This design comes from an exercise in tuning for small area and a short achievable clock period on the open sky130 flow, not from production work.
For this run, only the layout was checked, not whether the RTL still works.
Power is estimated from default activity; no workload was simulated.

`run.sh`:
```
#!/bin/bash
# synth_recipe.tcl (not shown) runs the flow's synth.tcl, then flattens the netlist and writes it again
# the make line also repeats each setting of config.mk as NAME=value (left out here)
make -C /OpenROAD-flow-scripts/flow DESIGN_CONFIG=/design/flow/config.mk WORK_HOME=/design/flow/orfs CLKGATE_MAP_FILE= SYNTH_SCRIPT=/design/flow/synth_recipe.tcl finish
```
`config.mk`:
```
export PLATFORM = sky130hd
export DESIGN_NAME = exec_core
export DESIGN_NICKNAME = exec_core
export VERILOG_FILES = /design/flow/design.v
export SDC_FILE = /design/flow/constraint.sdc
export NUM_CORES = 4
export LEC_CHECK = 0
export CAP_MARGIN = 20
export CORE_MARGIN = 2
export CORE_UTILIZATION = 40
export SLEW_MARGIN = 20
```
`constraint.sdc`:
```
create_clock -name core_clock -period 9.0 [get_ports {clk}]
set_input_delay 1.8000 -clock core_clock [delete_from_list [all_inputs] [get_ports {clk}]]
set_output_delay 1.8000 -clock core_clock [all_outputs]
set_load 0.01 [all_outputs]
```
`design.v`:
```
package exec_pkg;
	localparam int data_w     = 32;	 
	localparam int reg_addr_w = 5;	 
	localparam int num_regs   = 32;
	localparam int imm_w      = 16;	 
	localparam logic [5:0] op_rtype = 6'h00;	 
	localparam logic [5:0] op_addiu = 6'h09;
	localparam logic [5:0] op_slti  = 6'h0a;
	localparam logic [5:0] op_andi  = 6'h0c;
	localparam logic [5:0] op_ori   = 6'h0d;
	localparam logic [5:0] op_xori  = 6'h0e;
	localparam logic [5:0] op_lui   = 6'h0f;
	localparam logic [5:0] fn_sll  = 6'h00;
	localparam logic [5:0] fn_srl  = 6'h02;
	localparam logic [5:0] fn_addu = 6'h21;
	localparam logic [5:0] fn_subu = 6'h23;
	localparam logic [5:0] fn_and  = 6'h24;
	localparam logic [5:0] fn_or   = 6'h25;
	localparam logic [5:0] fn_xor  = 6'h26;
	localparam logic [5:0] fn_slt  = 6'h2a;
	typedef struct packed {
		logic sub;	 
		logic imm;	 
		logic sext;	 
		logic r_sum;	 
		logic r_slt;	 
		logic r_and;
		logic r_or;
		logic r_xor;
		logic r_sll;
		logic r_srl;
		logic r_lui;
	} ctrl_t;
endpackage
`timescale 1ns/1ps
module reg_file (
	input  logic                            clk,
	input  logic                            rst_n,
	input  logic                            rd_en,	 
	input  logic [exec_pkg::reg_addr_w-1:0] rd_addr,
	output logic [exec_pkg::data_w-1:0]     rd_data,
	input  logic                            wr_en,
	input  logic [exec_pkg::reg_addr_w-1:0] wr_addr,
	input  logic [exec_pkg::data_w-1:0]     wr_data
);
	logic [exec_pkg::data_w-1:0] regs [1:exec_pkg::num_regs-1];
	logic [exec_pkg::data_w-1:0] wd;
	assign wd = rst_n ? wr_data : '0;
	always_ff @(posedge clk) begin
		for (int i = 1; i < exec_pkg::num_regs; i++) begin
			if (!rst_n || (wr_en && wr_addr == i)) begin
				regs[i] <= wd;
			end
		end
	end
	always_comb begin
		rd_data = '0;
		for (int i = 1; i < exec_pkg::num_regs; i++) begin
			if (rd_en && rd_addr == i) rd_data = regs[i];
		end
	end
endmodule
`timescale 1ns/1ps
module alu_unit (
	input  exec_pkg::ctrl_t               c,
	input  logic [exec_pkg::data_w-1:0]   a,	 
	input  logic [exec_pkg::data_w-1:0]   rt,	 
	input  logic [exec_pkg::imm_w-1:0]    imm,
	output logic [exec_pkg::data_w-1:0]   result
);
	logic [exec_pkg::data_w-1:0] b;
	logic [exec_pkg::data_w-1:0] bx;
	logic [exec_pkg::data_w-1:0] sum;
	logic [exec_pkg::data_w-1:0] shl;
	logic [exec_pkg::data_w-1:0] shr;
	logic [4:0]                  shamt;
	logic                        lt;
	assign b  = c.imm ? {{16{c.sext & imm[15]}}, imm} : rt;
	assign bx = b ^ {exec_pkg::data_w{c.sub}};
	assign sum = a + bx + {31'b0, c.sub};	 
	assign lt  = (a[31] ^ b[31]) ? a[31] : sum[31];
	assign shamt = imm[10:6];
	assign shl = a << shamt;
	assign shr = a >> shamt;	 
	always_comb begin
		result = '0;
		if (c.r_sum) result |= sum;
		if (c.r_and) result |= a & b;
		if (c.r_or)  result |= a | b;
		if (c.r_xor) result |= a ^ b;
		if (c.r_slt) result[0] |= lt;
		if (c.r_sll) result |= shl;
		if (c.r_srl) result |= shr;
		if (c.r_lui) result |= {imm, 16'h0000};
	end
endmodule
`timescale 1ns/1ps
module dump_counter (
	input  logic                            clk,
	input  logic                            rst_n,
	input  logic                            dump_next,	 
	output logic [exec_pkg::reg_addr_w-1:0] count,
	output logic [exec_pkg::reg_addr_w-1:0] count_nxt,	 
	output logic                            dump_last	 
);
	assign count_nxt = count + 1'b1;
	always_ff @(posedge clk) begin
		if (!rst_n) begin
			count <= '0;
		end else if (dump_next) begin
			count <= count_nxt;	 
		end
	end
	assign dump_last  = (count == '1);
endmodule
`timescale 1ns/1ps
module exec_ctrl (
	input  logic                            clk,
	input  logic                            rst_n,
	input  logic                            instr_valid,	 
	input  logic [exec_pkg::data_w-1:0]     instr,
	input  logic                            dump_start,	 
	input  logic [exec_pkg::reg_addr_w-1:0] dump_count_nxt,
	input  logic                            dump_last,
	output logic                            rf_rd_en,
	output logic [exec_pkg::reg_addr_w-1:0] rf_rd_addr,
	output logic                            rf_wr_en,
	output logic [exec_pkg::reg_addr_w-1:0] rf_wr_addr,
	output exec_pkg::ctrl_t                 ctrl,
	output logic [exec_pkg::imm_w-1:0]      imm,
	output logic                            busy,
	output logic                            illegal,
	output logic                            dump_valid
);
	logic [5:0]                      opcode;
	logic [5:0]                      funct;
	logic [exec_pkg::reg_addr_w-1:0] rs;
	logic [exec_pkg::reg_addr_w-1:0] rt;
	logic [exec_pkg::reg_addr_w-1:0] rd;
	logic                            idle;
	logic                            accept;
	logic                            legal;
	logic                            is_shift;
	logic [exec_pkg::reg_addr_w-1:0] dest;
	exec_pkg::ctrl_t                 dec;
	logic                            exec_q;
	logic                            dump_q;
	logic                            illegal_q;
	logic                            we_q;
	logic [exec_pkg::reg_addr_w-1:0] rt_q;
	logic [exec_pkg::reg_addr_w-1:0] dest_q;
	exec_pkg::ctrl_t                 ctrl_q;
	logic [exec_pkg::imm_w-1:0]      imm_q;
	assign opcode = instr[31:26];
	assign rs     = instr[25:21];
	assign rt     = instr[20:16];
	assign rd     = instr[15:11];
	assign funct  = instr[5:0];
	assign idle   = !exec_q && !dump_q;
	assign accept = idle && instr_valid;
	always_comb begin
		dec      = '0;
		legal    = 1'b1;
		is_shift = 1'b0;
		dest     = rt;	 
		case (opcode)
			exec_pkg::op_rtype: begin
				dest = rd;
				case (funct)
					exec_pkg::fn_addu: dec.r_sum = 1'b1;
					exec_pkg::fn_subu: begin
						dec.r_sum = 1'b1;
						dec.sub   = 1'b1;
					end
					exec_pkg::fn_and:  dec.r_and = 1'b1;
					exec_pkg::fn_or:   dec.r_or  = 1'b1;
					exec_pkg::fn_xor:  dec.r_xor = 1'b1;
					exec_pkg::fn_slt: begin
						dec.r_slt = 1'b1;
						dec.sub   = 1'b1;
					end
					exec_pkg::fn_sll: begin
						dec.r_sll = 1'b1;
						is_shift  = 1'b1;
					end
					exec_pkg::fn_srl: begin
						dec.r_srl = 1'b1;
						is_shift  = 1'b1;
					end
					default: legal = 1'b0;	 
				endcase
			end
			exec_pkg::op_addiu: begin
				dec.r_sum = 1'b1;
				dec.imm   = 1'b1;
				dec.sext  = 1'b1;
			end
			exec_pkg::op_slti: begin
				dec.r_slt = 1'b1;
				dec.sub   = 1'b1;
				dec.imm   = 1'b1;
				dec.sext  = 1'b1;
			end
			exec_pkg::op_andi: begin
				dec.r_and = 1'b1;
				dec.imm   = 1'b1;
			end
			exec_pkg::op_ori: begin
				dec.r_or  = 1'b1;
				dec.imm   = 1'b1;
			end
			exec_pkg::op_xori: begin
				dec.r_xor = 1'b1;
				dec.imm   = 1'b1;
			end
			exec_pkg::op_lui:  dec.r_lui = 1'b1;
			default:           legal = 1'b0;
		endcase
	end
	always_ff @(posedge clk) begin
		if (!rst_n) begin
			exec_q    <= 1'b0;
			dump_q    <= 1'b0;
			illegal_q <= 1'b0;
			we_q      <= 1'b0;
		end else begin
			exec_q    <= accept;
			dump_q    <= (idle && !instr_valid && dump_start) || (dump_q && !dump_last);
			illegal_q <= accept && !legal;
			we_q      <= accept && legal && (dest != '0);
		end
	end
	always_ff @(posedge clk) begin
		rt_q   <= rt;
		dest_q <= dest;
		ctrl_q <= dec;
		imm_q  <= instr[exec_pkg::imm_w-1:0];
	end
	always_comb begin
		if (dump_q)      rf_rd_addr = dump_count_nxt;
		else if (exec_q) rf_rd_addr = rt_q;
		else if (is_shift) rf_rd_addr = rt;
		else             rf_rd_addr = rs;
	end
	assign rf_rd_en   = !idle || instr_valid;
	assign rf_wr_en   = we_q;
	assign rf_wr_addr = dest_q;
	assign ctrl       = ctrl_q;
	assign imm        = imm_q;
	assign illegal    = illegal_q;
	assign busy       = exec_q || dump_q;
	assign dump_valid = dump_q;
endmodule
`timescale 1ns/1ps
module exec_core (
	input  logic                            clk,
	input  logic                            rst_n,
	input  logic                            instr_valid,
	input  logic [exec_pkg::data_w-1:0]     instr,
	input  logic                            dump_start,
	output logic                            busy,
	output logic                            illegal,	 
	output logic                            dump_valid,
	output logic [exec_pkg::reg_addr_w-1:0] dump_addr,
	output logic [exec_pkg::data_w-1:0]     dump_data
);
	exec_pkg::ctrl_t                 ctrl;
	logic [exec_pkg::imm_w-1:0]      imm;
	logic [exec_pkg::data_w-1:0]     alu_result;
	logic [exec_pkg::reg_addr_w-1:0] dump_count_nxt;
	logic                            dump_last;
	logic                            rf_rd_en;
	logic [exec_pkg::reg_addr_w-1:0] rf_rd_addr;
	logic [exec_pkg::data_w-1:0]     rf_rd_data;
	logic                            rf_wr_en;
	logic [exec_pkg::reg_addr_w-1:0] rf_wr_addr;
	logic [exec_pkg::data_w-1:0]     opa;
	exec_ctrl u_ctrl (
		.clk            (clk),
		.rst_n          (rst_n),
		.instr_valid    (instr_valid),
		.instr          (instr),
		.dump_start     (dump_start),
		.dump_count_nxt (dump_count_nxt),
		.dump_last      (dump_last),
		.rf_rd_en       (rf_rd_en),
		.rf_rd_addr     (rf_rd_addr),
		.rf_wr_en       (rf_wr_en),
		.rf_wr_addr     (rf_wr_addr),
		.ctrl           (ctrl),
		.imm            (imm),
		.busy           (busy),
		.illegal        (illegal),
		.dump_valid     (dump_valid)
	);
	dump_counter u_dump_cnt (
		.clk        (clk),
		.rst_n      (rst_n),
		.dump_next  (dump_valid),
		.count      (dump_addr),
		.count_nxt  (dump_count_nxt),
		.dump_last  (dump_last)
	);
	reg_file u_rf (
		.clk     (clk),
		.rst_n   (rst_n),
		.rd_en   (rf_rd_en),
		.rd_addr (rf_rd_addr),
		.rd_data (rf_rd_data),
		.wr_en   (rf_wr_en),
		.wr_addr (rf_wr_addr),
		.wr_data (alu_result)
	);
	always_ff @(posedge clk) begin
		opa <= rf_rd_data;
	end
	alu_unit u_alu (
		.c      (ctrl),
		.a      (opa),
		.rt     (rf_rd_data),
		.imm    (imm),
		.result (alu_result)
	);
	assign dump_data = opa;
endmodule
```
==> notes.md <==
Layout area overhead=23.7%; Critical-path top delay cell=or4_4; GP Congestion=0.967; core area=0.117 sq mm; Tot GR Track Use=28.2%; Fin Hold WS=0.504 ns; Hold Path Class=reg -> reg; cell taking the most area after synthesis=edfxtp_1; worst path arrival time=9.18 ns; maximum fanout along the worst path=31; register area share after synthesis=66.6%; number of flops mapped to enable cells by yosys=992; Detailed Route Iter0 Violations=4284; placed cells=5557; via/cell ratio=6.07; Die X=347 um; most frequent cells in the layout=edfxtp_1, buf_4, nand2_1; Ys Warns=6; CP Capture Type=register; CP startpoint kind=input pin; cell row count=125; DR vias=35028; CTS Buf Count=108; n_diodes=0; Storage cell area=0.0314 sq mm; syn nets=3701; vias in the first global route=33950; predominant post-synthesis flop cell=edfxtp_1; critical path type=in -> reg; initial antenna violation count=4; CTS tree=yes; CTS H-tree depth=3; NumNets Final=4298; Power Density=231 mW/mm^2; Seq cells post-synth=1070; DRC viols=0; total power=13.5 mW; largest cells by area after synthesis=edfxtp_1, dfxtp_1, ha_1; CTS root buf=clkbuf_16; Slew Viols, Final=0; DRT Wirelength=174000 um; clock-pin transition on the worst setup and hold timing paths=0.06 ns; flop-to-flop setup slack=1.36 ns; Detail Placement HPWL=120000 um; Max-Cap Viols=0; most common cell after layout, fill and taps aside=edfxtp_1; Die Area=0.121 sq mm; Max transition margin=32.9%; final global-route overflow total=0; IR drop worst, VDD=0.160 mV; die span in y=347 um; IO Pins=76; # clock sinks=1070; layout cells sized above 1=22.7%; Async SR Flop Fraction=0%; Crit path required time=9.43 ns; Avg WL per Cell=30.2 um; Max Fclk=114 MHz; post-synthesis cell count=3560; critical path's most frequent cell=buf_4; Multi-input gate area=0.0153 sq mm; # port buffers=75; count of final hold-check violations=0; Pleak=21.8 nW; clock buffer depth=3; Pre-antenna DRT Iters=7; Slew @ Worst Pin=1.01 ns; Final Util=50.0%; first-pass GRT wire length=247000 um; Initial Util=40.4%; Yosys top cell area share=63.2%; Period minus WS final=8.76 ns; post-route ant nets=0; status=no timing/DRC/antenna violations; Mapped Area=0.0471 sq mm; hold_buf cts=0; Clock Latency Late Sink=0.72 ns; syn avg cell area=13.2 sq um; final std cells w/o fill=5771; crit-path max cell delay=0.66 ns; final worst-path cycle share=97.3%; number of library cell types mapped by synthesis=97; # fillers=10031; Finish-stage setup viols=0; largest net degree at the start of global routing=72; Clock Skews=0.0541 ns
-- where the power goes --
group	total, mW	switching [mW]	internal (mW)
sequential	6.00	0.269	5.73
clock	4.40	1.97	2.43
combinational	3.09	1.83	1.26
total	13.5	4.07	9.42
-- cell families after synthesis --
family	count (synthesis)	share of synthesized area (%)
muxes	127	3.01
AOI/OAI and AO/OA	1052	15.5
xor gates and xnor gates	64	1.19
adders and majority gates	105	2.81
DFF	1070	66.6
and+or+nand+nor	825	8.23
buffers and inverters	317	2.72
-- path summary, 6_finish.rpt --
check                         to  cells after the start           startpoint
max             u_rf.regs[6][30]                     34             instr[5]
min          u_dump_cnt.count[4]                      2  u_dump_cnt.count[4]
max reg2reg    u_rf.regs[22][17]                     33        u_ctrl.exec_q
min reg2reg  u_dump_cnt.count[4]                      2  u_dump_cnt.count[4]
-- critical path, delay by kind of cell --
kind,cells,cell delay (ns)
buffers and inverters,8,1.70
AO/OA/AOI/OAI,17,3.44
AND/OR/NAND/NOR,6,1.67
adder cells (fa/ha/maj),1,0.22
XOR/XNOR,2,0.30
-- per-layer routing --
layer	vias to the layer above	global-route usage, %	part of all wire [%]
met3	359	4.47	8.3
met1	17745	37.0	40
met5	-	0	0.018
met2	1742	46.4	47
met4	6	12.5	5.1
li1	15176	-	-
-- cell type report --
cell class                 count  area share (%)
sequential                  1070            53.8
multi-input combinational   2174            26.3
timing repair buffer         684            9.96
clock buffer                 131            4.81
tap                         1524            3.27
clock inverter                69            1.07
inverter                     119           0.767
-- registers in the layout (all words and copies together), names as in the netlist --
name / count
u_ctrl.dest_q: 5
u_rf.regs: 992
u_ctrl.exec_q: 1
u_ctrl.dump_q: 1
opa: 32
u_dump_cnt.count: 5
u_ctrl.ctrl_q: 11
u_ctrl.imm_q: 16
u_ctrl.illegal_q: 1
u_ctrl.we_q: 1
u_ctrl.rt_q: 5
-- stage by stage --
step	TNS, ns	cell area (sq um)	worst slack, ns
final	0	58300	0.243
after global routing	-0.762	58300	-0.0336
after CTS	0	58000	0.0826
after detailed placement	-269.82	54500	-1.09
after global placement	-369.97	54500	-1.09
after floorplan	0	47100	0.0205
-- synth_stat cells, drive strengths merged, types with 10 or more instances --
master   count
edfxtp     992
nand2      316
o21ai      258
nor2       203
a21oi      168
a22oi      149
clkbuf     128
inv        117
ha         104
mux2i       91
nand3       85
a221oi      81
dfxtp       78
buf         70
a22o        50
o22ai       50
nand4       46
xnor2       46
nor3        44
a31oi       39
a211oi      35
nor4        29
mux2        27
a221o       25
o211ai      25
a222oi      22
nand2b      21
o221ai      21
or3         19
xor2        18
a2111oi     17
a21o        17
nor2b       17
o21a        13
and3        12
o22a        10
-- repair_timing --
action | 4_1_cts | 5_1_grt
resized for setup | 8 | 37
gates cloned | 0 | 1
pin swaps | 1 | 20
setup endpoints to repair | 93 | 341
buffers inserted | 2 | 11
hold endpoints to repair | 0 | 0

-- afterwards: timing with drivers on the ports --
In the flow no input, the clock included, has a driving cell. The finished layout below was timed again as built, in two steps.
Step 1 (the two cells are an assumption about what drives the block):
set clk [get_ports {clk}]
set_driving_cell -lib_cell sky130_fd_sc_hd__clkbuf_16 $clk
set_driving_cell -lib_cell sky130_fd_sc_hd__buf_2 [delete_from_list [all_inputs] $clk]
Step 2 times the ports against the registers' clock, not the clock port: input delays grow and output delays shrink by t, the midpoint of the rising clock arrivals with the driver on.
Slacks: ideal ports / drivers / drivers and shift; pairs: ideal ports / drivers.
shift t [ns]: 0.757
slack for setup (ns): 0.243 / 0.290 / -0.467
worst hold slack (ns): 0.504 / 0.504 / 0.504
worst register clock-pin slew, ns: 0.07 / 0.07
worst data-port slew with drivers (ns): 0.06
Met with ideal ports but missed after step 2: setup timing in this run. The setup slack of this run moves by +0.047 ns with the drivers and by -0.710 ns with both steps.
